This is an optimization exercise on Yosys and OpenROAD, whose aim is small area, a short achievable clock period and few clock cycles per item, not a production implementation. Function was checked by simulation only, so behaviour that the tests miss may differ from the original. Power and IR drop assume default switching activity.

`design/flow/config.mk`:
```
export PLATFORM = sky130hd
export DESIGN_NAME = xadac_issue
export DESIGN_NICKNAME = xadac_issue
export VERILOG_FILES = /design/flow/design.v
export SDC_FILE = /design/flow/constraint.sdc
export NUM_CORES = 4
export LEC_CHECK = 0
export CAP_MARGIN = 20
export CORE_MARGIN = 2
export CORE_UTILIZATION = 40
export SETUP_SLACK_MARGIN = 1
export SLEW_MARGIN = 20
```
`design/flow/constraint.sdc`:
```
create_clock -name core_clock -period 6.0 [get_ports {clk}]
set_input_delay 1.2000 -clock core_clock [delete_from_list [all_inputs] [get_ports {clk}]]
set_output_delay 1.2000 -clock core_clock [all_outputs]
set_load 0.01 [all_outputs]
```
`design/flow/design.v`:
```
package xadac_pkg;
  localparam int unsigned VecDataWidth  = 64;
  localparam int unsigned VecSumWidth   = 32;
  localparam int unsigned VecElemWidth  = 8;
  localparam int unsigned IdWidth       = 4;
  localparam int unsigned RsDataWidth   = 32;
  localparam int unsigned NumRs         = 2;
  localparam int unsigned NumVs         = 3;
  localparam int unsigned VregAddrWidth = 5;
  localparam int unsigned InstrVdLsb  = 7;
  localparam int unsigned InstrVs1Lsb = 15;
  localparam int unsigned InstrVs2Lsb = 20;
  typedef logic [IdWidth-1:0]       id_t;
  typedef logic [VecDataWidth-1:0]  vec_t;
  typedef logic [VregAddrWidth-1:0] vreg_addr_t;
  typedef enum logic [1:0] {
    ST_IDLE = 2'd0,
    ST_DEC  = 2'd1,
    ST_EXE  = 2'd2,
    ST_RET  = 2'd3
  } state_e;
  typedef struct packed {
    id_t         id;
    logic [31:0] instr;
  } dec_req_t;
  typedef struct packed {
    id_t  id;
    logic accept;
  } dec_rsp_t;
  typedef struct packed {
    id_t                                    id;
    logic [31:0]                            instr;
    logic [NumRs-1:0][RsDataWidth-1:0]      rs_data;
    logic [NumVs-1:0][VecDataWidth-1:0]     vs_data;
  } exe_req_t;
  typedef struct packed {
    id_t        id;
    vreg_addr_t vd_addr;
    vec_t       vd_data;
    logic       vd_write;
  } exe_rsp_t;
  function automatic logic [VregAddrWidth-1:0] instr_vd(input logic [31:0] ins);
    instr_vd = ins[InstrVdLsb +: VregAddrWidth];
  endfunction
  function automatic logic [VregAddrWidth-1:0] instr_vs1(input logic [31:0] ins);
    instr_vs1 = ins[InstrVs1Lsb +: VregAddrWidth];
  endfunction
  function automatic logic [VregAddrWidth-1:0] instr_vs2(input logic [31:0] ins);
    instr_vs2 = ins[InstrVs2Lsb +: VregAddrWidth];
  endfunction
endpackage
import xadac_pkg::*;
module xadac_vrf
#(
  parameter int unsigned NumVregs = 32
) (
  input  logic                     clk,
  input  logic                     i_wr_en,
  input  logic [VregAddrWidth-1:0] i_wr_addr,
  input  logic [VecDataWidth-1:0]  i_wr_data,
  input  logic [VregAddrWidth-1:0] i_rd_addr,
  output logic [VecDataWidth-1:0]  o_rd_data,
  input  logic [VregAddrWidth-1:0] i_src_addr,
  output logic [VecDataWidth-1:0]  o_src_data
);
  logic [VecDataWidth-1:0] r_mem [NumVregs];
  always_ff @(posedge clk) begin
    if (i_wr_en) begin
      r_mem[i_wr_addr] <= i_wr_data;
    end
  end
  assign o_rd_data  = r_mem[i_rd_addr];
  assign o_src_data = r_mem[i_src_addr];
endmodule
import xadac_pkg::*;
module xadac_issue
#(
  parameter int unsigned NumVregs = 32,
  parameter int unsigned IdInit   = 0
) (
  input  logic                     clk,
  input  logic                     rst,
  input  logic                     instr_valid,
  output logic                     instr_ready,
  input  logic [31:0]              instr,
  output logic                     done_valid,
  output logic                     done_accept,
  output logic                     done_err,
  input  logic                     vrf_wr_en,
  input  logic [VregAddrWidth-1:0] vrf_wr_addr,
  input  logic [VecDataWidth-1:0]  vrf_wr_data,
  input  logic [VregAddrWidth-1:0] vrf_rd_addr,
  output logic [VecDataWidth-1:0]  vrf_rd_data,
  output logic                     mst_dec_req_valid,
  input  logic                     mst_dec_req_ready,
  output logic [IdWidth-1:0]       mst_dec_req_id,
  output logic [31:0]              mst_dec_req_instr,
  input  logic                     mst_dec_rsp_valid,
  output logic                     mst_dec_rsp_ready,
  input  logic [IdWidth-1:0]       mst_dec_rsp_id,
  input  logic                     mst_dec_rsp_accept,
  output logic                     mst_exe_req_valid,
  input  logic                     mst_exe_req_ready,
  output logic [IdWidth-1:0]       mst_exe_req_id,
  output logic [31:0]              mst_exe_req_instr,
  output logic [NumRs*RsDataWidth-1:0]  mst_exe_req_rs_data,
  output logic [NumVs*VecDataWidth-1:0] mst_exe_req_vs_data,
  input  logic                     mst_exe_rsp_valid,
  output logic                     mst_exe_rsp_ready,
  input  logic [IdWidth-1:0]       mst_exe_rsp_id,
  input  logic [VregAddrWidth-1:0] mst_exe_rsp_vd_addr,
  input  logic [VecDataWidth-1:0]  mst_exe_rsp_vd_data,
  input  logic                     mst_exe_rsp_vd_write
);
  logic                     r_dec;
  logic                     r_exe;
  logic [IdWidth-1:0]       r_id;
  logic [31:0]              r_instr;
  logic                     r_err;
  logic [VecDataWidth-1:0]  r_vs1;
  logic [VecDataWidth-1:0]  r_vs2;
  logic                     w_idle;
  logic                     w_take;
  logic                     w_dec_done;
  logic                     w_exe_done;
  logic                     w_exe_wr;
  logic                     w_host_wr;
  logic                     w_vrf_we;
  logic [VregAddrWidth-1:0] w_vrf_waddr;
  logic [VecDataWidth-1:0]  w_vrf_wdata;
  logic [VregAddrWidth-1:0] w_src_addr;
  logic [VecDataWidth-1:0]  w_src_data;
  logic                     w_dec_err;
  logic                     w_exe_err;
  assign w_idle      = !r_dec && !r_exe;
  assign instr_ready = w_idle && !rst;
  assign w_take      = instr_ready && instr_valid;
  assign w_dec_done  = r_dec && mst_dec_rsp_valid;
  assign w_exe_done  = r_exe && mst_exe_rsp_valid;
  assign w_exe_wr    = w_exe_done && mst_exe_rsp_vd_write && !rst;
  assign w_host_wr   = vrf_wr_en && instr_ready;
  assign w_vrf_we    = w_exe_wr || w_host_wr;
  assign w_vrf_waddr = r_exe ? mst_exe_rsp_vd_addr : vrf_wr_addr;
  assign w_vrf_wdata = r_exe ? mst_exe_rsp_vd_data : vrf_wr_data;
  assign w_src_addr = w_idle ? instr[InstrVs1Lsb +: VregAddrWidth] :
                      r_dec  ? r_instr[InstrVs2Lsb +: VregAddrWidth] :
                               r_instr[InstrVdLsb +: VregAddrWidth];
  xadac_vrf #(
    .NumVregs(NumVregs)
  ) u_vrf (
    .clk        (clk),
    .i_wr_en    (w_vrf_we),
    .i_wr_addr  (w_vrf_waddr),
    .i_wr_data  (w_vrf_wdata),
    .i_rd_addr  (vrf_rd_addr),
    .o_rd_data  (vrf_rd_data),
    .i_src_addr (w_src_addr),
    .o_src_data (w_src_data)
  );
  assign w_dec_err = (mst_dec_rsp_id != r_id);
  assign w_exe_err = r_err || (mst_exe_rsp_id != r_id);
  always_ff @(posedge clk) begin
    if (rst) begin
      r_dec <= 1'b0;
      r_exe <= 1'b0;
      r_id  <= IdWidth'(IdInit);
    end else begin
      if (w_take) begin
        r_dec <= 1'b1;
      end
      if (w_dec_done) begin
        r_dec <= 1'b0;
        r_exe <= mst_dec_rsp_accept;
        if (!mst_dec_rsp_accept) begin
          r_id <= r_id + IdWidth'(1);
        end
      end
      if (w_exe_done) begin
        r_exe <= 1'b0;
        r_id  <= r_id + IdWidth'(1);
      end
    end
  end
  always_ff @(posedge clk) begin
    if (w_take) begin
      r_instr <= instr;
    end
    if (w_dec_done) begin
      r_err <= w_dec_err;
    end
    if (w_idle) begin
      r_vs1 <= (vrf_wr_en && vrf_wr_addr == instr[InstrVs1Lsb +: VregAddrWidth]) ?
               vrf_wr_data : w_src_data;
    end
    if (r_dec) begin
      r_vs2 <= w_src_data;
    end
  end
  assign mst_dec_req_valid = r_dec;
  assign mst_dec_rsp_ready = r_dec;
  assign mst_exe_req_valid = r_exe;
  assign mst_exe_rsp_ready = r_exe;
  assign mst_dec_req_id      = r_id;
  assign mst_dec_req_instr   = r_instr;
  assign mst_exe_req_id      = r_id;
  assign mst_exe_req_instr   = r_instr;
  assign mst_exe_req_rs_data = '0;
  assign mst_exe_req_vs_data = {w_src_data, r_vs2, r_vs1};
  assign done_valid  = w_dec_done && !mst_dec_rsp_accept || w_exe_done;
  assign done_accept = r_exe;
  assign done_err    = r_exe ? w_exe_err : w_dec_err;
endmodule
```
`design/flow/flow/run.sh`:
```
#!/bin/bash
# Own layout flow: the standard synthesis unchanged, then the standard
# ORFS steps with these changes:
#   - ports buffered with buf_2 instead of the default delay buffer
#   - resizing not restricted to matching footprints, so the repair can
#     size the port buffers and other cells on critical paths
#   - CTS with larger sink clusters and no dummy loads
# Each step's full output goes to a log file of its own here.
set -euo pipefail
bash standard.sh synth > synth.log 2>&1
bash standard.sh \
  MATCH_CELL_FOOTPRINT=0 \
  "BUFFER_PORTS_ARGS=-buffer_cell sky130_fd_sc_hd__buf_2" \
  "CTS_ARGS=-sink_clustering_enable -repair_clock_nets -dont_use_dummy_load" \
  finish > layout.log 2>&1
```
`design/flow/standard.sh`:
```
#!/bin/bash
# synth_recipe.tcl (not shown) runs the flow's synth.tcl, then flattens the netlist and writes it again
# the make line also repeats each setting of config.mk as NAME=value (left out here)
make -C /OpenROAD-flow-scripts/flow DESIGN_CONFIG=/design/flow/config.mk WORK_HOME=/design/flow/orfs CLKGATE_MAP_FILE= SYNTH_SCRIPT=/design/flow/synth_recipe.tcl "${@:-finish}"
```
==> impl_metrics.ini, run 1 <==
[global_routing]
antenna_violations_before_repair = 24
grt_max_degree = 76
grt.overflow.total = 0
groute.usage.overall_pct = 27.1
grt_pass1_wl_um = 503000
number_of_global_route_vias_before_repair = 64800

[finish]
seqCellArea_mm2 = 0.0665
most_frequent_standard_cell_in_the_layout_excluding_fill_and_tap_cells = sky130_fd_sc_hd__edfxtp_1
multi_input_area_mm2 = 0.0365
flow.area_growth_from_synthesis_pct = 18.8
final_cell_area_excluding_filler_cells_mm2 = 0.123
fin_nets = 6983
post_layout_nonfiller_instances = 10200
post_route_cells_drive_above_1_share_pct = 39.5
most-common-layout-cells = sky130_fd_sc_hd__edfxtp_1, sky130_fd_sc_hd__mux4_2, sky130_fd_sc_hd__nand2_1, sky130_fd_sc_hd__buf_2, sky130_fd_sc_hd__buf_4
final.fill_count = 21600

[job]
cap_viol_max_count = 0

[run_status]
outcome = timing/DRC/antenna clean

[clock_tree]
tritoncts_num_sinks = 2215
cts_tree = built
worstSkewPairLatency_ns = 0.90
max-clock-path-buffers = 4
clk_root_buffer_cell = sky130_fd_sc_hd__clkbuf_16
clk_pin_slew_worst_paths_ns = 0.06
cts_max_level = 4
cts-buffers-inserted = 243
hold_buffers = 0

[routing]
vias_per_cell = 6.52
wire_per_inst_um = 36.3
dr.pass1.iters = 7
remaining_drc_errors = 0
detail-route-antenna-nets = 0
total_number_of_vias = 66500
drtIter0Drc = 10500
wl_um = 371000

[critical_path]
worstSetupPathType = reg2out
crit_fanout = 7
worst_setup_path_start_kind = register
critPathRequiredTime_ns = 4.80
worstSetupEndpointType = primary output
worst_ep_arrival_time_ns = 3.87

[timing]
worst-slew-pin-transition_ns = 1.13
total_negative_slack_ns = 0
setup_viol = 0
final.min_clock_period_ns = 5.07
timing_max_transition_violations_final = 0
period_share_pct = 84.6
finalHoldViolCount = 0
setup_repair_after_global_routing_missed_its_margin = true
skew_ns = 0.101
slew_headroom_pct = 24.8
timing.fmax_mhz = 197

[die]
core.rowCount = 187
placeableCoreArea_mm2 = 0.259
floorplan.die.width_um = 514
die_height_um = 514
start_util_pct = 40.1
floorplan.die_area_mm2 = 0.264
boundaryPins = 593

[logic_synthesis]
synth_flop_cell = sky130_fd_sc_hd__edfxtp_1
synth_edf_count = 2209
syn_inst = 5940
ys.warnings.count = 2
synth_area_leaders = sky130_fd_sc_hd__edfxtp_1, sky130_fd_sc_hd__mux4_2, sky130_fd_sc_hd__nand2_1
synth_top_cell_by_area = sky130_fd_sc_hd__edfxtp_1
synth.distinct_cells = 69
yosysTopAreaCellShare_pct = 63.8
postSynthAreaPerCell_um2 = 17.5
ys_seq_elements = 2215
postSynth.asyncResetShare_pct = 0
mappedNetlistArea_mm2 = 0.104
synth.yosys.seq_area_share_pct = 63.9

[worst_hold_path]
min-delay-path-class = in2reg

[placement]
port_buffers = 526
routability_driven_placement_congestion_ratio = 0.842
placed_cells_incl_taps = 9692
hpwlAfterDp_um = 207000
placement.cell_area_mm2 = 0.112

[power]
leakage_nw = 41.3
p_total_mw = 36.9
pd_cells_mw_per_mm2 = 299
peakVddDrop_mv = 0.291
-- worst max-delay path, cell delays in order, from the launching register on --
cell,delay [ns]
sky130_fd_sc_hd__edfxtp_1,0.39
sky130_fd_sc_hd__buf_12,0.14
sky130_fd_sc_hd__nand2b_4,0.13
sky130_fd_sc_hd__a21boi_4,0.23
sky130_fd_sc_hd__buf_8,0.15
sky130_fd_sc_hd__buf_16,0.14
sky130_fd_sc_hd__buf_16,0.20
sky130_fd_sc_hd__clkbuf_16,0.20
sky130_fd_sc_hd__mux4_2,0.52
sky130_fd_sc_hd__a22oi_2,0.19
sky130_fd_sc_hd__nand3_1,0.12
sky130_fd_sc_hd__a221o_2,0.42
sky130_fd_sc_hd__buf_6,0.16
-- cell usage after synthesis, types with 42 or more instances --
master and n:
sky130_fd_sc_hd__nor2_1 96, sky130_fd_sc_hd__clkbuf_1 204, sky130_fd_sc_hd__mux2_2 170, sky130_fd_sc_hd__nand3_1 272, sky130_fd_sc_hd__and3_1 92, sky130_fd_sc_hd__nand2_1 828, sky130_fd_sc_hd__buf_1 87, sky130_fd_sc_hd__a21oi_1 52
sky130_fd_sc_hd__o22ai_1 42, sky130_fd_sc_hd__mux2i_1 167, sky130_fd_sc_hd__a31oi_1 78, sky130_fd_sc_hd__a22oi_1 88, sky130_fd_sc_hd__mux4_2 941, sky130_fd_sc_hd__buf_4 118, sky130_fd_sc_hd__edfxtp_1 2209, sky130_fd_sc_hd__buf_2 106
-- final cells by class --
| cell class | instances | area share (%) |
|---|---|---|
| diodes | 8 | 0.0162 |
| multi-input cells | 3241 | 29.5 |
| flip-flops and latches | 2215 | 53.8 |
| clock buffers | 243 | 4.93 |
| well taps | 3402 | 3.45 |
| inverters | 14 | 0.0446 |
| repair buffers | 1074 | 8.19 |
-- logic make-up (layout without fill, tap and decap cells) --
kind of cell / count (synthesis) / in the layout / synth area share, %
other: 1 / 72 / 0.00361
DFF: 2215 / 2215 / 63.9
buffers and inverters: 549 / 1331 / 2.68
and+or+nand+nor: 1418 / 1418 / 6.08
xor gates and xnor gates: 16 / 16 / 0.135
muxes: 1289 / 1290 / 24.0
adders and majority gates: 1 / 1 / 0.0120
AOI/OAI and AO/OA: 451 / 452 / 3.19
-- layer usage --
| layer | track usage [%] | routed length (um) | vias to the layer above |
|---|---|---|---|
| li1 | - | - | 26000 |
| met1 | 36.7 | 139000 | 35100 |
| met2 | 43.6 | 175000 | 4708 |
| met3 | 4.83 | 40400 | 765 |
| met4 | 10.5 | 15800 | 6 |
| met5 | 0 | 46 | - |
-- repair_timing --
item,in CTS,in global routing
cloned,36,8
endpoints found under the setup margin,64,75
resized for setup,275,166
buffers inserted,113,97
pin swaps,46,80
-- registers in the layout (all words and copies together) (netlist names) --
| register | flops |
|---|---|
| r_id | 4 |
| r_err | 1 |
| r_dec | 1 |
| r_vs2 | 64 |
| r_vs1 | 64 |
| r_exe | 1 |
| r_instr | 32 |
| u_vrf.r_mem | 2048 |
-- worst paths after layout --
kind                              endpoint        start  cells past startpoint  slack (ns)
hold reg to reg                    r_id[1]      r_id[1]                      2        0.63
setup reg to reg        u_vrf.r_mem[1][33]        r_exe                      8        1.83
setup / recovery  mst_exe_req_vs_data[167]  r_instr[20]                     12        0.93
hold / removal                  r_instr[3]     instr[3]                      1        0.51
-- power by group --
group / switching (mW) / internal, mW / total (mW) / leakage [nW]
logic: 3.78 / 2.79 / 6.56 / 18.3
clock network: 5.72 / 7.02 / 12.7 / 2.99
registers: 0.0876 / 17.5 / 17.6 / 20.0
-- through the flow --
step | utilization [%] | worst slack (ns) | hold WS (ns)
2_1_floorplan | - | 1.20 | 0.615
3_3_place_gp | 43.4 | 0.446 | 0.620
3_5_place_dp | 43.4 | 0.421 | 0.628
4_1_cts | 47.0 | 0.890 | 0.460
5_1_grt | 47.7 | 0.847 | 0.492
6_report | 47.7 | 0.926 | 0.510
Testbench counts, summed over its fixed seeds: cycles 16,871, instrs 4,000.
==> run 2: changes to the inputs <==
--- a/design/flow/design.v
+++ b/design/flow/design.v
@@ -50,6 +50,62 @@
   endfunction
 endpackage
 import xadac_pkg::*;
+module xadac_mux4 (
+  input  logic [3:0] d,
+  input  logic [1:0] s,
+  output logic       y
+);
+  assign y = d[s];
+endmodule
+module xadac_aoi222 (
+  input  logic a0, b0, a1, b1, a2, b2,
+  output logic y
+);
+  assign y = !((a0 && b0) || (a1 && b1) || (a2 && b2));
+endmodule
+module xadac_aoi22 (
+  input  logic a0, b0, a1, b1,
+  output logic y
+);
+  assign y = !((a0 && b0) || (a1 && b1));
+endmodule
+module xadac_vrf_rd (
+  input  logic [4:0]                 i_addr,
+  input  logic [32*VecDataWidth-1:0] i_mem,
+  output logic [VecDataWidth-1:0]    o_data
+);
+  logic [7:0] w_sel;
+  always_comb begin
+    for (int unsigned k = 0; k < 8; k++) begin
+      w_sel[k] = (i_addr[4:2] == 3'(k));
+    end
+  end
+  for (genvar b = 0; b < VecDataWidth; b++) begin : g_bit
+    logic [7:0] w_m;
+    logic [2:0] w_grp_n;
+    for (genvar k = 0; k < 8; k++) begin : g_m
+      xadac_mux4 u_mux (
+        .d ({i_mem[(4*k+3)*VecDataWidth + b], i_mem[(4*k+2)*VecDataWidth + b],
+             i_mem[(4*k+1)*VecDataWidth + b], i_mem[(4*k)*VecDataWidth + b]}),
+        .s (i_addr[1:0]),
+        .y (w_m[k])
+      );
+    end
+    xadac_aoi222 u_g0 (
+      .a0(w_sel[0]), .b0(w_m[0]), .a1(w_sel[1]), .b1(w_m[1]), .a2(w_sel[2]), .b2(w_m[2]),
+      .y (w_grp_n[0])
+    );
+    xadac_aoi222 u_g1 (
+      .a0(w_sel[3]), .b0(w_m[3]), .a1(w_sel[4]), .b1(w_m[4]), .a2(w_sel[5]), .b2(w_m[5]),
+      .y (w_grp_n[1])
+    );
+    xadac_aoi22 u_g2 (
+      .a0(w_sel[6]), .b0(w_m[6]), .a1(w_sel[7]), .b1(w_m[7]),
+      .y (w_grp_n[2])
+    );
+    assign o_data[b] = !(&w_grp_n);
+  end
+endmodule
 module xadac_vrf
 #(
   parameter int unsigned NumVregs = 32
@@ -63,14 +119,26 @@
   input  logic [VregAddrWidth-1:0] i_src_addr,
   output logic [VecDataWidth-1:0]  o_src_data
 );
-  logic [VecDataWidth-1:0] r_mem [NumVregs];
+  logic [VecDataWidth-1:0]          r_mem [NumVregs];
+  logic [32*VecDataWidth-1:0]       w_mem;
   always_ff @(posedge clk) begin
     if (i_wr_en) begin
       r_mem[i_wr_addr] <= i_wr_data;
     end
   end
-  assign o_rd_data  = r_mem[i_rd_addr];
-  assign o_src_data = r_mem[i_src_addr];
+  for (genvar r = 0; r < 32; r++) begin : g_mem
+    assign w_mem[r*VecDataWidth +: VecDataWidth] = r_mem[r];
+  end
+  xadac_vrf_rd u_rd (
+    .i_addr (i_rd_addr),
+    .i_mem  (w_mem),
+    .o_data (o_rd_data)
+  );
+  xadac_vrf_rd u_src (
+    .i_addr (i_src_addr),
+    .i_mem  (w_mem),
+    .o_data (o_src_data)
+  );
 endmodule
 import xadac_pkg::*;
 module xadac_issue
--- a/design/flow/flow/run.sh
+++ b/design/flow/flow/run.sh
@@ -10,6 +10,6 @@
 bash standard.sh synth > synth.log 2>&1
 bash standard.sh \
   MATCH_CELL_FOOTPRINT=0 \
-  "BUFFER_PORTS_ARGS=-buffer_cell sky130_fd_sc_hd__buf_2" \
-  "CTS_ARGS=-sink_clustering_enable -repair_clock_nets -dont_use_dummy_load" \
+  "BUFFER_PORTS_ARGS=-buffer_cell sky130_fd_sc_hd__buf_1" \
+  "CTS_ARGS=-sink_clustering_enable -repair_clock_nets -dont_use_dummy_load -sink_clustering_size 30 -sink_clustering_max_diameter 100" \
   finish > layout.log 2>&1
--- a/design/flow/config.mk
+++ b/design/flow/config.mk
@@ -7,6 +7,6 @@
 export LEC_CHECK = 0
 export CAP_MARGIN = 20
 export CORE_MARGIN = 2
-export CORE_UTILIZATION = 40
-export SETUP_SLACK_MARGIN = 1
+export CORE_UTILIZATION = 45
+export SETUP_SLACK_MARGIN = 1.5
 export SLEW_MARGIN = 20
==> run 2 against run 1 <==
Register-to-register slack hardly changed. Hold slack better by 0.090 ns. Combinational power is 8.7% higher. Non-clock buffer count is 66 higher. Synthesized cell count is 24% higher. Die area is 13% lower. Maximum frequency is 7.9% higher. Area after synthesis is 2.1% lower. Highest routed layer unchanged.
==> impl_metrics.ini, run 2 <==
[critical_path]
crit_fanout = 9
critPathRequiredTime_ns = 4.80
worstSetupPathType = in2out
worst_setup_path_start_kind = input pin
worst_ep_arrival_time_ns = 3.50
setup.reg_to_reg.worst_slack_ns = 1.83
regToRegStartpoint = r_exe
r2r-end = u_vrf.r_mem[7][37]
worstSetupEndpointType = primary output
r2r.worst_path.cells = 9

[finish]
post_route_cells_drive_above_1_share_pct = 22.1
most_frequent_standard_cell_in_the_layout_excluding_fill_and_tap_cells = sky130_fd_sc_hd__edfxtp_1
most-common-layout-cells = sky130_fd_sc_hd__edfxtp_1, sky130_fd_sc_hd__nand2_1, sky130_fd_sc_hd__mux4_2, sky130_fd_sc_hd__buf_1, sky130_fd_sc_hd__a21oi_1
fin_nets = 8212
final.fill_count = 18300
biggestRegsByFlops = u_vrf.r_mem (2048), r_vs1 (64), r_vs2 (64)
largest-register = u_vrf.r_mem
flow.area_growth_from_synthesis_pct = 16.8
post_layout_nonfiller_instances = 11000
final_core_util_pct = 52.9
final_cell_area_excluding_filler_cells_mm2 = 0.119
flip_flop_count_of_the_largest_register_after_layout = 2048

[logic_synthesis]
mappedNetlistArea_mm2 = 0.102
ys.warnings.count = 3
synth_top_cell_by_area = sky130_fd_sc_hd__edfxtp_1
synth_edf_count = 2209
synth.yosys.seq_area_share_pct = 65.3
synth.most_common_cell = sky130_fd_sc_hd__edfxtp_1
syn_inst = 7395
yosys-top-cells-count = sky130_fd_sc_hd__edfxtp_1, sky130_fd_sc_hd__nand2_1, sky130_fd_sc_hd__a21oi_1, sky130_fd_sc_hd__mux4_2, sky130_fd_sc_hd__clkbuf_1
synth_area_leaders = sky130_fd_sc_hd__edfxtp_1, sky130_fd_sc_hd__mux4_2, sky130_fd_sc_hd__nand2_1
synth_flop_cell = sky130_fd_sc_hd__edfxtp_1
postSynth.asyncResetShare_pct = 0
ys_seq_elements = 2215
yosysTopAreaCellShare_pct = 65.2
synth.distinct_cells = 40
postSynthAreaPerCell_um2 = 13.8

[timing]
total_negative_slack_ns = 0
setup_repair_after_global_routing_missed_its_margin = true
fin_ws_ns = 1.30
slew_headroom_pct = 22.8
period_share_pct = 78.4
finalHoldViolCount = 0
timing.fmax_mhz = 213
timing_max_transition_violations_final = 0
hold-worst-slack_ns = 0.600
final.min_clock_period_ns = 4.70
worst-slew-pin-transition_ns = 1.16
skew_ns = 0.119
setup_viol = 0

[routing]
vias_per_cell = 6.78
remaining_drc_errors = 0
dr.pass1.iters = 8
drtIter0Drc = 13300
total_number_of_vias = 74700
detail-route-antenna-nets = 0
wl_um = 388000
wire_per_inst_um = 35.2

[placement]
placement.cell_area_mm2 = 0.108
placed_cells_incl_taps = 10600
detailedPlace.worstSlack_ns = 0.763
port_buffers = 526
routability_driven_placement_congestion_ratio = 0.820
hpwlAfterDp_um = 186000

[worst_hold_path]
cell_count_of_the_worst_hold_path = 1
hold_end = r_instr[21]
worstHoldStart = instr[21]
min-delay-path-class = in2reg

[power]
leakage_nw = 38.8
p_total_mw = 32.3
peakVddDrop_mv = 0.267
pd_cells_mw_per_mm2 = 272

[die]
boundaryPins = 593
start_util_pct = 45.3
die_height_um = 479
floorplan.die_area_mm2 = 0.230
placeableCoreArea_mm2 = 0.225
core.rowCount = 174
floorplan.die.width_um = 479

[clock_tree]
clk_pin_slew_worst_paths_ns = 0.09
worstSkewPairLatency_ns = 0.82
cts_max_level = 3
cts-buffers-inserted = 94
clk_root_buffer_cell = sky130_fd_sc_hd__clkbuf_16
hold_buffers = 0
tritoncts_num_sinks = 2215
cts_tree = built
max-clock-path-buffers = 3

[job]
cap_viol_max_count = 0

[global_routing]
grt_max_degree = 130
antenna_violations_before_repair = 12
grt_pass1_wl_um = 507000
number_of_global_route_vias_before_repair = 68300
groute.usage.overall_pct = 30.9
grt.overflow.total = 0

[run_status]
outcome = timing/DRC/antenna clean
run 2: cell count changes in the layout (fill, tap and decap cells not counted), sizes merged, moves of 62 or more:
cell    before   now
a21oi       53   513
a22oi       88   256
clkbuf     277   215
nand4       12   130
mux2i      169     6
mux4       941   512
a31oi       78   256
a32oi       30   257
and3        92     2
nand2      828  2070
run 2: cell type report:
cell class                 count  area, um^2  area share, %
sequential                  2215       66500           56.0
multi-input combinational   4561       34200           28.8
timing repair buffer        1140       11900           10.0
tap                         2992        3740           3.15
clock buffer                  94        2350           1.98
inverter                       6        22.5         0.0190
antenna                        5        12.5         0.0105
run 2: worst max path at each step:
stage               from                  endpoint  cells past startpoint
6_report       instr[16]  mst_exe_req_vs_data[131]                     11
3_3_place_gp   instr[18]  mst_exe_req_vs_data[159]                     10
5_1_grt        instr[16]  mst_exe_req_vs_data[158]                     13
4_1_cts        instr[16]  mst_exe_req_vs_data[170]                     12
2_1_floorplan      r_dec         u_vrf.r_mem[0][0]                      7
3_5_place_dp   instr[18]  mst_exe_req_vs_data[157]                     10
run 2: repair_timing:
action | 4_1_cts | 5_1_grt
pin swaps | 138 | 222
setup endpoints to repair | 128 | 83
gates cloned | 81 | 86
buffers inserted | 141 | 45
gates resized for setup | 296 | 398
run 2: worst max-delay path, stage by stage:
cell	delay (ns)
sky130_fd_sc_hd__buf_8	0.10
sky130_fd_sc_hd__mux2_4	0.34
sky130_fd_sc_hd__o21a_4	0.25
sky130_fd_sc_hd__buf_12	0.17
sky130_fd_sc_hd__clkbuf_16	0.23
sky130_fd_sc_hd__clkbuf_16	0.19
sky130_fd_sc_hd__nand2_2	0.07
sky130_fd_sc_hd__nand3_2	0.08
sky130_fd_sc_hd__a32oi_2	0.32
sky130_fd_sc_hd__nand4_1	0.28
sky130_fd_sc_hd__buf_2	0.23
run 2: report_power, final:
part	internal (mW)	switching, mW	leakage, nW
registers	17.5	0.0922	20.0
logic	2.69	4.44	17.6
clock network	2.81	4.72	1.16
run 2: kinds of logic (layout without fill, tap and decap cells):
group | Yosys count | after routing | synth area share [%]
AOI/OAI and AO/OA | 1299 | 1303 | 8.32
DFF | 2215 | 2215 | 65.3
muxes | 648 | 648 | 12.8
other | 1 | 69 | 0.00369
buffers and inverters | 687 | 1240 | 3.32
and+or+nand+nor | 2528 | 2529 | 10.0
xor gates and xnor gates | 16 | 16 | 0.138
adders and majority gates | 1 | 1 | 0.0123
run 2: metal layers:
| metal | global-route usage, % | wire (um) | share of wire (%) |
|---|---|---|---|
| met4 | 14.1 | 21000 | 5.4 |
| met5 | 0 | 36 | 0.0093 |
| met3 | 6.08 | 52200 | 13 |
| met1 | 42.0 | 139000 | 36 |
| met2 | 48.3 | 176000 | 45 |
Testbench counts of run 2, summed over its fixed seeds: cycles 16,871, instrs 4,000.
==> run 3: changes to the inputs <==
--- a/design/flow/config.mk
+++ b/design/flow/config.mk
@@ -8,5 +8,7 @@
 export CAP_MARGIN = 20
 export CORE_MARGIN = 2
 export CORE_UTILIZATION = 45
-export SETUP_SLACK_MARGIN = 1.5
+export SETUP_SLACK_MARGIN = 1.0
 export SLEW_MARGIN = 20
+export SYNTH_HIERARCHICAL = 1
+export SYNTH_MINIMUM_KEEP_SIZE = 0
==> run 3 against run 2 <==
Total power down 6.2%. Combinational power down 27%. Area after synthesis down 3.9%. Register-to-register slack worse by 0.04 ns. Largest cell class unchanged. Clock power about the same. Largest power group unchanged. Still clean. Maximum frequency down 7.8%. Final cell count down 28%. Sequential share of layout area up 4.2 points.
==> impl_metrics.ini, run 3 <==
[logic_synthesis]
ys_seq_elements = 2215
synth_flop_cell = sky130_fd_sc_hd__edfxtp_1
synth.yosys.seq_area_share_pct = 68.0
synth.distinct_cells = 39
synth_area_leaders = sky130_fd_sc_hd__edfxtp_1, sky130_fd_sc_hd__mux4_2, sky130_fd_sc_hd__a222oi_1
syn_inst = 4134
yosys-top-cells-count = sky130_fd_sc_hd__edfxtp_1, sky130_fd_sc_hd__mux4_2, sky130_fd_sc_hd__a222oi_1, sky130_fd_sc_hd__nand3_1, sky130_fd_sc_hd__a22oi_2
postSynthAreaPerCell_um2 = 23.7
synth_edf_count = 2209
mappedNetlistArea_mm2 = 0.0978
synth_top_cell_by_area = sky130_fd_sc_hd__edfxtp_1
synth.most_common_cell = sky130_fd_sc_hd__edfxtp_1
yosysTopAreaCellShare_pct = 67.8
postSynth.asyncResetShare_pct = 0
ys.warnings.count = 9

[timing]
setup_viol = 0
timing_max_transition_violations_final = 0
setup_repair_after_global_routing_missed_its_margin = true
hold-worst-slack_ns = 0.607
slew_headroom_pct = 20.4
total_negative_slack_ns = 0
timing.fmax_mhz = 196
period_share_pct = 85.0
worst-slew-pin-transition_ns = 1.19
skew_ns = 0.0869
finalHoldViolCount = 0
final.min_clock_period_ns = 5.10

[power]
power.share.sequential_pct = 58.1
peakVddDrop_mv = 0.266
leakage_nw = 33.3
p_sw_mw = 7.76
pd_cells_mw_per_mm2 = 274
power_switching_share_pct = 25.6
comb_power_share_pct = 17.1
p_int_mw = 22.5
clkPwrFrac_pct = 24.8

[die]
floorplan.die.width_um = 470
die_height_um = 470
boundaryPins = 593
core.rowCount = 171
start_util_pct = 45.2
placeableCoreArea_mm2 = 0.217
floorplan.die_area_mm2 = 0.221

[critical_path]
worst_ep_arrival_time_ns = 3.90
cpMaxStageDelayCell = sky130_fd_sc_hd__a222oi_1
worstSetupEndpointType = primary output
worstSetupPathType = in2out
crit_fanout = 8
critical_path.cell_chain = buf_4 > mux2i_4 > o21ai_4 > buf_12 > buf_16 > buf_16 > buf_4 > mux4_2 > a222oi_1 > nand3_2 > buf_1
timing.critical_path.max_delay_family = buffers and inverters
worst_setup_path_start_kind = input pin
crit_path_max_incr_delay_ns = 0.57
crit_buf_inv = 6
critPathRequiredTime_ns = 4.80

[global_routing]
number_of_global_route_vias_before_repair = 54300
grt_pass1_wl_um = 427000
groute.usage.overall_pct = 27.6
antenna_violations_before_repair = 12
grt_max_degree = 80
grt.overflow.total = 0

[placement]
placed_cells_incl_taps = 7685
hpwlAfterDp_um = 173000
routability_driven_placement_congestion_ratio = 0.801
port_buffers = 526

[routing]
wl_um = 317000
vias_per_cell = 7.01
remaining_drc_errors = 0
total_number_of_vias = 55400
detail-route-antenna-nets = 0
dr.pass1.iters = 9
wire_per_inst_um = 40.1
drtIter0Drc = 9094

[finish]
most_frequent_standard_cell_in_the_layout_excluding_fill_and_tap_cells = sky130_fd_sc_hd__edfxtp_1
seqCellArea_mm2 = 0.0665
largest-register = u_vrf.r_mem
fin_nets = 5239
post_layout_nonfiller_instances = 7901
multi_input_area_mm2 = 0.0311
most-common-layout-cells = sky130_fd_sc_hd__edfxtp_1, sky130_fd_sc_hd__mux4_2, sky130_fd_sc_hd__buf_1, sky130_fd_sc_hd__a222oi_1, sky130_fd_sc_hd__buf_4
flow.area_growth_from_synthesis_pct = 12.9
biggestRegsByFlops = u_vrf.r_mem (2048), r_vs1 (64), r_vs2 (64)
final.fill_count = 17000
post_route_cells_drive_above_1_share_pct = 36.1
flip_flop_count_of_the_largest_register_after_layout = 2048

[clock_tree]
cts_max_level = 3
clk_pin_slew_worst_paths_ns = 0.11
clk_root_buffer_cell = sky130_fd_sc_hd__clkbuf_16
worstSkewPairLatency_ns = 0.82
cts-buffers-inserted = 95
hold_buffers = 0
tritoncts_num_sinks = 2215
max-clock-path-buffers = 3
cts_tree = built

[run_status]
outcome = timing/DRC/antenna clean

[job]
cap_viol_max_count = 0

[worst_hold_path]
min-delay-path-class = in2reg
[run 3: cell count changes after synthesis, moves of 59 or more]
cell                       delta
sky130_fd_sc_hd__buf_2      -195
sky130_fd_sc_hd__a32oi_1    -256
sky130_fd_sc_hd__clkbuf_1   -268
sky130_fd_sc_hd__nand2_1   -2060
sky130_fd_sc_hd__nand3_1    -130
sky130_fd_sc_hd__a31oi_1    -256
sky130_fd_sc_hd__a222oi_1   +256
sky130_fd_sc_hd__nand4_1    -128
sky130_fd_sc_hd__a21oi_1    -509
sky130_fd_sc_hd__mux4_2     +512
sky130_fd_sc_hd__buf_1       -77
sky130_fd_sc_hd__mux2_4      +59
sky130_fd_sc_hd__a22oi_1    -256
sky130_fd_sc_hd__a22oi_2    +128
[run 3: cell type report]
type | count | share of cell area (%)
repair buffers | 876 | 6.25
multi-input cells | 1857 | 28.2
flip-flops and latches | 2215 | 60.2
well taps | 2854 | 3.23
clock buffers | 95 | 2.15
diodes | 4 | 0.00906
[run 3: path summary, 6_finish.rpt]
check	start	end	slack, ns	depth (start not counted)
worst max-delay path	instr[15]	mst_exe_req_vs_data[149]	0.90	11
worst min-delay path	instr[1]	r_instr[1]	0.61	1
worst max register to register	r_exe	u_vrf.r_mem[24][44]	1.79	7
worst min register to register	r_id[1]	r_id[1]	0.64	2
[run 3: metal layers]
layer	GRT usage [%]	up-vias	routed length (um)
li1	-	21100	-
met1	38.6	30300	121000
met2	45.5	3571	155000
met3	3.81	486	29500
met4	8.26	2	11200
met5	0	-	58
[run 3: metrics by stage]
stage	setup WS (ns)	util, %	power [mW]	cell area [um^2]
after floorplan	-12.31	-	21.7	98200
after global placement	0.517	49.0	22.6	106000
after detailed placement	0.504	49.0	22.7	106000
after CTS	0.949	50.5	30.2	109000
after global routing	0.887	51.0	31.1	110000
final	0.902	51.0	30.3	110000
[run 3: repair_timing]
item	CTS	global route
pin swaps	27	41
gates resized for setup	46	43
setup endpoints to repair	77	55
cloned	14	18
endpoints found under the hold margin	0	0
setup buffers	25	60
[run 3: power by group through the flow]
stage / Sequential (mW) / Combinational (mW) / Clock [mW]
2_1_floorplan: 18.0 / 3.66 / 0
3_3_place_gp: 18.0 / 4.67 / 0
3_5_place_dp: 18.0 / 4.70 / 0
4_1_cts: 17.6 / 4.92 / 7.67
5_1_grt: 17.6 / 5.38 / 8.10
6_report: 17.6 / 5.17 / 7.51
[run 3: Yosys stat by module, one instance, submodules excluded, a selection]
module        cell area [um^2]  flip-flops and latches  cells  times used
xadac_aoi22               12.5                       0      1         128
xadac_aoi222              10.0                       0      1         256
xadac_issue               8030                     167    484           1
xadac_mux4                22.5                       0      1        1024
xadac_vrf_rd               385                       0     72           2
[run 3: logic make-up after synthesis]
kind of cell               after synthesis  share of synthesized area (%)
AOI/OAI and AO/OA                      395                           4.32
xor gates and xnor gates                16                          0.143
adders and majority gates                1                         0.0128
buffers and inverters                  125                          0.993
DFF                                   2215                           68.0
muxes                                 1162                           25.4
other                                    1                        0.00383
and+or+nand+nor                        219                           1.18
==> run 4: changes to the inputs <==
--- a/design/flow/flow/run.sh
+++ b/design/flow/flow/run.sh
@@ -11,5 +11,5 @@
 bash standard.sh \
   MATCH_CELL_FOOTPRINT=0 \
   "BUFFER_PORTS_ARGS=-buffer_cell sky130_fd_sc_hd__buf_1" \
-  "CTS_ARGS=-sink_clustering_enable -repair_clock_nets -dont_use_dummy_load -sink_clustering_size 30 -sink_clustering_max_diameter 100" \
+  "CTS_ARGS=-sink_clustering_enable -repair_clock_nets -dont_use_dummy_load -sink_clustering_size 25 -sink_clustering_max_diameter 100" \
   finish > layout.log 2>&1
--- a/design/flow/config.mk
+++ b/design/flow/config.mk
@@ -8,7 +8,7 @@
 export CAP_MARGIN = 20
 export CORE_MARGIN = 2
 export CORE_UTILIZATION = 45
-export SETUP_SLACK_MARGIN = 1.0
+export SETUP_SLACK_MARGIN = 1.6
 export SLEW_MARGIN = 20
 export SYNTH_HIERARCHICAL = 1
 export SYNTH_MINIMUM_KEEP_SIZE = 0
==> run 4 against run 3 <==
Still clean on timing, DRC and antenna. Hold slack lost 0.030 ns. Final cell count rose by 3.7%. Design area grew 4.1%. Critical path type is now reg2out. Highest routed layer unchanged.
==> impl_metrics.ini, run 4 <==
[finish]
post_layout_nonfiller_instances = 8193
post_route_cells_drive_above_1_share_pct = 41.2
final.fill_count = 16700
most_frequent_standard_cell_in_the_layout_excluding_fill_and_tap_cells = sky130_fd_sc_hd__edfxtp_1
flip_flop_count_of_the_largest_register_after_layout = 2048
largest-register = u_vrf.r_mem
flow.area_growth_from_synthesis_pct = 17.6
biggestRegsByFlops = u_vrf.r_mem (2048), r_vs1 (64), r_vs2 (64)
fin_nets = 5529
most-common-layout-cells = sky130_fd_sc_hd__edfxtp_1, sky130_fd_sc_hd__mux4_2, sky130_fd_sc_hd__buf_1, sky130_fd_sc_hd__buf_4, sky130_fd_sc_hd__a222oi_1

[routing]
vias_per_cell = 6.97
dr.pass1.iters = 9
total_number_of_vias = 57100
drtIter0Drc = 9116
wl_um = 331000
remaining_drc_errors = 0
wire_per_inst_um = 40.3
detail-route-antenna-nets = 0

[logic_synthesis]
yosysTopAreaCellShare_pct = 67.8
synth.distinct_cells = 39
synth_area_leaders = sky130_fd_sc_hd__edfxtp_1, sky130_fd_sc_hd__mux4_2, sky130_fd_sc_hd__a222oi_1
adder_cell_share_of_the_synthesized_area_pct = 0.0128
synth_flop_cell = sky130_fd_sc_hd__edfxtp_1
synth_simple_gate_area_share_pct = 1.18
synth.yosys.seq_area_share_pct = 68.0
synth.most_common_cell = sky130_fd_sc_hd__edfxtp_1
synth_top_family_by_area = multiplexers
ys.warnings.count = 9
mappedNetlistArea_mm2 = 0.0978
complex_gate_fraction_of_the_synthesized_area_pct = 4.32
yosys-top-cells-count = sky130_fd_sc_hd__edfxtp_1, sky130_fd_sc_hd__mux4_2, sky130_fd_sc_hd__a222oi_1, sky130_fd_sc_hd__nand3_1, sky130_fd_sc_hd__a22oi_2
postSynth.asyncResetShare_pct = 0
ys_seq_elements = 2215
synth_mux_area_share_pct = 25.4
postSynthAreaPerCell_um2 = 23.7
synth_edf_count = 2209
synth_top_cell_by_area = sky130_fd_sc_hd__edfxtp_1
post_synthesis_share_of_cell_area_spent_on_xor_and_xnor_gates_pct = 0.143
syn_inst = 4134

[timing]
period_share_pct = 84.3
hold-worst-slack_ns = 0.576
skew_ns = 0.0632
timing.fmax_mhz = 198
setup_viol = 0
worst-slew-pin-transition_ns = 1.15
finalHoldViolCount = 0
setup_repair_after_global_routing_missed_its_margin = true
timing_max_transition_violations_final = 0
slew_headroom_pct = 23.4
final.min_clock_period_ns = 5.06

[die]
start_util_pct = 45.2
boundaryPins = 593
floorplan.die.width_um = 470
placeableCoreArea_mm2 = 0.217
die_height_um = 470
floorplan.die_area_mm2 = 0.221
core.rowCount = 171

[critical_path]
critPathRequiredTime_ns = 4.80
timing.critical_path.max_delay_family = buffers and inverters
worst_setup_path_start_kind = register
worstSetupEndpointType = primary output
setup.reg_to_reg.worst_slack_ns = 2.31
setup.worst_path.start = r_exe
critical_path_depth = 11
r2r-end = r_vs1[58]
critical_path.cell_chain = buf_12 > mux2i_4 > o21ai_4 > buf_12 > buf_12 > buf_16 > buf_12 > mux4_2 > a222oi_1 > nand3_1 > buf_1
crit_path_max_incr_delay_ns = 0.54
cpMaxStageDelayCell = sky130_fd_sc_hd__a222oi_1
worstSetupPathType = reg2out
crit_buf_inv = 6
critical_path_capture_point = mst_exe_req_vs_data[186]
crit_fanout = 7
worst_ep_arrival_time_ns = 3.86
r2r.worst_path.cells = 13
regToRegStartpoint = r_exe
cp_common_cell = sky130_fd_sc_hd__buf_12

[clock_tree]
cts_tree = built
worstSkewPairLatency_ns = 0.80
tritoncts_num_sinks = 2215
clk_root_buffer_cell = sky130_fd_sc_hd__clkbuf_16
cts_max_level = 3
cts-buffers-inserted = 105
clk_pin_slew_worst_paths_ns = 0.08
max-clock-path-buffers = 3

[global_routing]
groute.usage.overall_pct = 29.2
grt.overflow.total = 0
number_of_global_route_vias_before_repair = 56600
grt_max_degree = 88
antenna_violations_before_repair = 11
grt_pass1_wl_um = 449000

[power]
p_total_mw = 31.3
leakage_nw = 35.8
pd_cells_mw_per_mm2 = 272
peakVddDrop_mv = 0.221

[worst_hold_path]
min-delay-path-class = reg2reg

[placement]
routability_driven_placement_congestion_ratio = 0.780
port_buffers = 526
placed_cells_incl_taps = 7680
hpwlAfterDp_um = 169000

[run_status]
outcome = timing/DRC/antenna clean

[job]
cap_viol_max_count = 0
[run 4: cell families after synthesis]
family	after synthesis
AO/OA/AOI/OAI	395
flip-flops	2215
buffers and inverters	125
XOR/XNOR	16
other	1
AND/OR/NAND/NOR	219
adder cells (fa/ha/maj)	1
multiplexers	1162
[run 4: repair_timing]
item | 4_1_cts | 5_1_grt
pin swaps | 198 | 137
cloned | 71 | 10
buffers inserted | 226 | 95
endpoints found under the hold margin | 0 | 0
hold buffers | 0 | 0
endpoints found under the setup margin | 128 | 128
resized for setup | 365 | 112
[run 4: layout make-up]
class                   instances  area, um^2  area share (%)
clock buffers                 105        2630            2.29
multi-input cells            1860       31300            27.2
well taps                    2854        3570            3.11
diodes                          6        15.0          0.0131
flip-flops and latches       2215       66500            57.8
repair buffers               1153       11000            9.60
[run 4: how the worst min path moves through the flow]
stage,from,to,slack [ns],cells past startpoint
global route,instr[24],r_instr[24],0.57,1
detailed placement,r_dec,r_vs2[42],0.54,0
global placement,r_dec,r_vs2[42],0.54,0
finish,r_dec,r_vs2[42],0.58,0
floorplan,r_id[1],r_id[1],0.57,2
CTS,instr[2],r_instr[2],0.53,1
[run 4: per-layer routing]
metal | up-vias | track usage (%) | wire [um]
met3 | 455 | 5.07 | 34700
met5 | - | 0 | 46
met1 | 31100 | 40.8 | 126000
li1 | 21700 | - | -
met2 | 3846 | 47.6 | 161000
met4 | 8 | 7.96 | 8950
[run 4: through the flow]
step | setup slack [ns] | setup TNS [ns] | utilization, % | area (um^2)
2_1_floorplan | -12.31 | -2276.66 | - | 98200
3_3_place_gp | 0.629 | 0 | 48.9 | 106000
3_5_place_dp | 0.633 | 0 | 48.9 | 106000
4_1_cts | 0.908 | 0 | 52.4 | 114000
5_1_grt | 0.877 | 0 | 53.1 | 115000
6_report | 0.942 | 0 | 53.1 | 115000
[run 4: report_power, final]
part / internal (mW) / switching (mW)
registers: 17.5 / 0.0840
clock network: 3.12 / 4.77
logic: 2.64 / 3.15
[run 4: per-module statistics from Yosys, one instance, submodules excluded, a selection]
module	flip-flops and latches	cell area, um^2	cells
xadac_aoi22	0	12.5	1
xadac_issue	167	8030	484
xadac_vrf_rd	0	385	72
xadac_mux4	0	22.5	1
xadac_aoi222	0	10.0	1
==> run 5: changes to the inputs <==
--- a/design/flow/config.mk
+++ b/design/flow/config.mk
@@ -8,7 +8,5 @@
 export CAP_MARGIN = 20
 export CORE_MARGIN = 2
 export CORE_UTILIZATION = 45
-export SETUP_SLACK_MARGIN = 1.6
+export SETUP_SLACK_MARGIN = 2.0
 export SLEW_MARGIN = 20
-export SYNTH_HIERARCHICAL = 1
-export SYNTH_MINIMUM_KEEP_SIZE = 0
==> run 5 against run 4 <==
Critical path depth unchanged. Via count increased by 36%. Non-clock buffer count is 209 higher. Setup slack gained 0.38 ns. Clock power increased by 1%. Largest cell class unchanged. Highest routed layer unchanged.
==> impl_metrics.ini, run 5 <==
[logic_synthesis]
synth.yosys.seq_area_share_pct = 65.3
ys_seq_elements = 2215
yosys-top-cells-count = sky130_fd_sc_hd__edfxtp_1, sky130_fd_sc_hd__nand2_1, sky130_fd_sc_hd__a21oi_1, sky130_fd_sc_hd__mux4_2, sky130_fd_sc_hd__clkbuf_1
synth.distinct_cells = 40
postSynthAreaPerCell_um2 = 13.8
postSynth.asyncResetShare_pct = 0
synth.most_common_cell = sky130_fd_sc_hd__edfxtp_1
synth_top_cell_by_area = sky130_fd_sc_hd__edfxtp_1
yosysTopAreaCellShare_pct = 65.2
adder_cell_share_of_the_synthesized_area_pct = 0.0123
complex_gate_fraction_of_the_synthesized_area_pct = 8.32
synth_flop_cell = sky130_fd_sc_hd__edfxtp_1
synth_simple_gate_area_share_pct = 10.0
synth_mux_area_share_pct = 12.8
synth_edf_count = 2209
synth_top_family_by_area = multiplexers
ys.warnings.count = 3
mappedNetlistArea_mm2 = 0.102
synth_area_leaders = sky130_fd_sc_hd__edfxtp_1, sky130_fd_sc_hd__mux4_2, sky130_fd_sc_hd__nand2_1
post_synthesis_share_of_cell_area_spent_on_xor_and_xnor_gates_pct = 0.138
syn_inst = 7395

[worst_hold_path]
min-delay-path-class = in2reg

[finish]
multi_input_area_mm2 = 0.0349
biggestRegsByFlops = u_vrf.r_mem (2048), r_vs1 (64), r_vs2 (64)
largest-register = u_vrf.r_mem
most-common-layout-cells = sky130_fd_sc_hd__edfxtp_1, sky130_fd_sc_hd__nand2_1, sky130_fd_sc_hd__mux4_2, sky130_fd_sc_hd__a21oi_1, sky130_fd_sc_hd__buf_1
final.fill_count = 17700
seqCellArea_mm2 = 0.0665
flow.area_growth_from_synthesis_pct = 21.7
flip_flop_count_of_the_largest_register_after_layout = 2048
most_frequent_standard_cell_in_the_layout_excluding_fill_and_tap_cells = sky130_fd_sc_hd__edfxtp_1
post_route_cells_drive_above_1_share_pct = 26.4
fin_nets = 8445

[routing]
wire_per_inst_um = 37.7
drtIter0Drc = 15000
total_number_of_vias = 77600
detail-route-antenna-nets = 0
wl_um = 424000
vias_per_cell = 6.89
dr.pass1.iters = 8
remaining_drc_errors = 0

[timing]
timing.fmax_mhz = 214
setup_repair_after_global_routing_missed_its_margin = true
fin_ws_ns = 1.32
skew_ns = 0.0922
finalHoldViolCount = 0
setup_viol = 0
slew_headroom_pct = 21.9
period_share_pct = 78.0
total_negative_slack_ns = 0
final.min_clock_period_ns = 4.68
timing_max_transition_violations_final = 0
worst-slew-pin-transition_ns = 1.17

[power]
pd_cells_mw_per_mm2 = 270
peakVddDrop_mv = 0.230
leakage_nw = 41.1

[global_routing]
grt_max_degree = 106
groute.usage.overall_pct = 35.0
grt.overflow.total = 0
number_of_global_route_vias_before_repair = 72000
grt_pass1_wl_um = 565000
antenna_violations_before_repair = 18

[critical_path]
timing.critical_path.max_delay_family = buffers and inverters
crit_path_max_incr_delay_ns = 0.31
worstSetupPathType = in2out
crit_buf_inv = 5
critPathRequiredTime_ns = 4.80
critical_path.cell_chain = buf_8 > mux2_4 > o21a_4 > buf_12 > buf_16 > clkbuf_16 > nand2_1 > nand3_1 > a32oi_1 > nand4_1 > buf_2
worstSetupEndpointType = primary output
crit_fanout = 9
worst_setup_path_start_kind = input pin
cpMaxStageDelayCell = sky130_fd_sc_hd__mux2_4
worst_ep_arrival_time_ns = 3.48

[die]
core.rowCount = 174
boundaryPins = 593
floorplan.die.width_um = 479
placeableCoreArea_mm2 = 0.225
start_util_pct = 45.3
die_height_um = 479
floorplan.die_area_mm2 = 0.230

[clock_tree]
max-clock-path-buffers = 3
cts-buffers-inserted = 105
clk_root_buffer_cell = sky130_fd_sc_hd__clkbuf_16
cts_max_level = 3
clk_pin_slew_worst_paths_ns = 0.10
worstSkewPairLatency_ns = 0.84
tritoncts_num_sinks = 2215
cts_tree = built

[placement]
hpwlAfterDp_um = 198000
detailedPlace.worstSlack_ns = 0.702
routability_driven_placement_congestion_ratio = 0.845
port_buffers = 526

[job]
cap_viol_max_count = 0

[run_status]
outcome = timing/DRC/antenna clean
## run 5: layout make-up
type	instances	share of cell area [%]
Sequential cell	2215	53.7
Multi-Input combinational cell	4561	28.2
Timing Repair Buffer	1362	12.9
Tap cell	2992	3.03
Clock buffer	105	2.12
Antenna cell	15	0.0303
Inverter	6	0.0182
## run 5: final timing paths
check | startpoint | endpoint | slack [ns] | cells after the start
setup / recovery | instr[16] | mst_exe_req_vs_data[190] | 1.32 | 11
hold / removal | instr[11] | r_instr[11] | 0.59 | 1
setup reg to reg | r_exe | u_vrf.r_mem[16][38] | 2.23 | 6
hold reg to reg | r_id[1] | r_id[1] | 0.69 | 2
## run 5: power by group
part | leakage (nW) | switching [mW] | internal [mW]
sequential | 20.0 | 0.0955 | 17.5
combinational | 19.7 | 4.77 | 3.01
clock | 1.29 | 4.87 | 3.12
total | 41.1 | 9.74 | 23.6
## run 5: cell families (layout without fill, tap and decap cells)
group,count (synthesis),after routing
and+or+nand+nor,2528,2529
DFF,2215,2215
AOI/OAI and AO/OA,1299,1303
buffers and inverters,687,1473
muxes,648,648
xor gates and xnor gates,16,16
adders and majority gates,1,1
other,1,79
## run 5: per-stage QoR
stage | util [%] | hold WS (ns) | total power, mW | cell area [um^2] | std cells
final | 55.1 | 0.589 | 33.4 | 124000 | 11300
after global routing | 55.1 | 0.558 | 34.1 | 124000 | 11200
after CTS | 53.8 | 0.545 | 32.6 | 121000 | 11100
after detailed placement | 48.4 | 0.650 | 23.1 | 109000 | 10600
after global placement | 48.3 | 0.615 | 23.0 | 109000 | 10600
after floorplan | - | 0.615 | 21.1 | 102000 | 7458
## run 5: metal layers
layer / GRT usage, % / routed length (um) / share of wire (%)
met2: 52.6 / 187000 / 44
met1: 46.5 / 145000 / 34
met4: 19.9 / 29300 / 6.9
met3: 8.95 / 63200 / 15
met5: 0 / 73 / 0.017
## run 5: what timing repair did
item                       in CTS  in global routing
setup endpoints to repair     129                128
buffers inserted              275                 52
gates resized for setup       831                318
pin swaps                     304                211
cloned                        182                 40
hold buffers                    0                  0
hold endpoints to repair        0                  0

[what the ideal ports hide]
How much do the figures lean on ideal ports? The routed layouts below were timed once more, with nothing changed but the port constraints.
Step 1 (the two cells are an assumption about what drives the block):
set clk [get_ports {clk}]
set_driving_cell -lib_cell sky130_fd_sc_hd__clkbuf_16 $clk
set_driving_cell -lib_cell sky130_fd_sc_hd__buf_2 [delete_from_list [all_inputs] $clk]
Step 2 moves the port delays by t, midway between the first and last clock arrival at a register: inputs arrive t later, outputs are due t later. That takes back most of the time a late clock gives input paths.
Slacks: ideal / step 1 / step 2; pairs: ideal / step 1.
| run | t (ns) | slack for setup (ns) | pins driven straight from the clock port |
|---|---|---|---|
| run 1 | 0.965 | 0.926 / 0.823 / 0.902 | 1 |
| run 2 | 0.856 | 1.298 / 1.140 / 1.140 | 1 |
| run 3 | 0.857 | 0.902 / 0.856 / 0.860 | 1 |
| run 4 | 0.867 | 0.942 / 0.848 / 0.924 | 1 |
| run 5 | 0.887 | 1.317 / 1.268 / 1.268 | 1 |
After both steps every run listed still meets setup and hold. For run 2, which loses most, drivers alone change the setup slack by -0.158 ns; drivers and shift together by -0.158 ns.
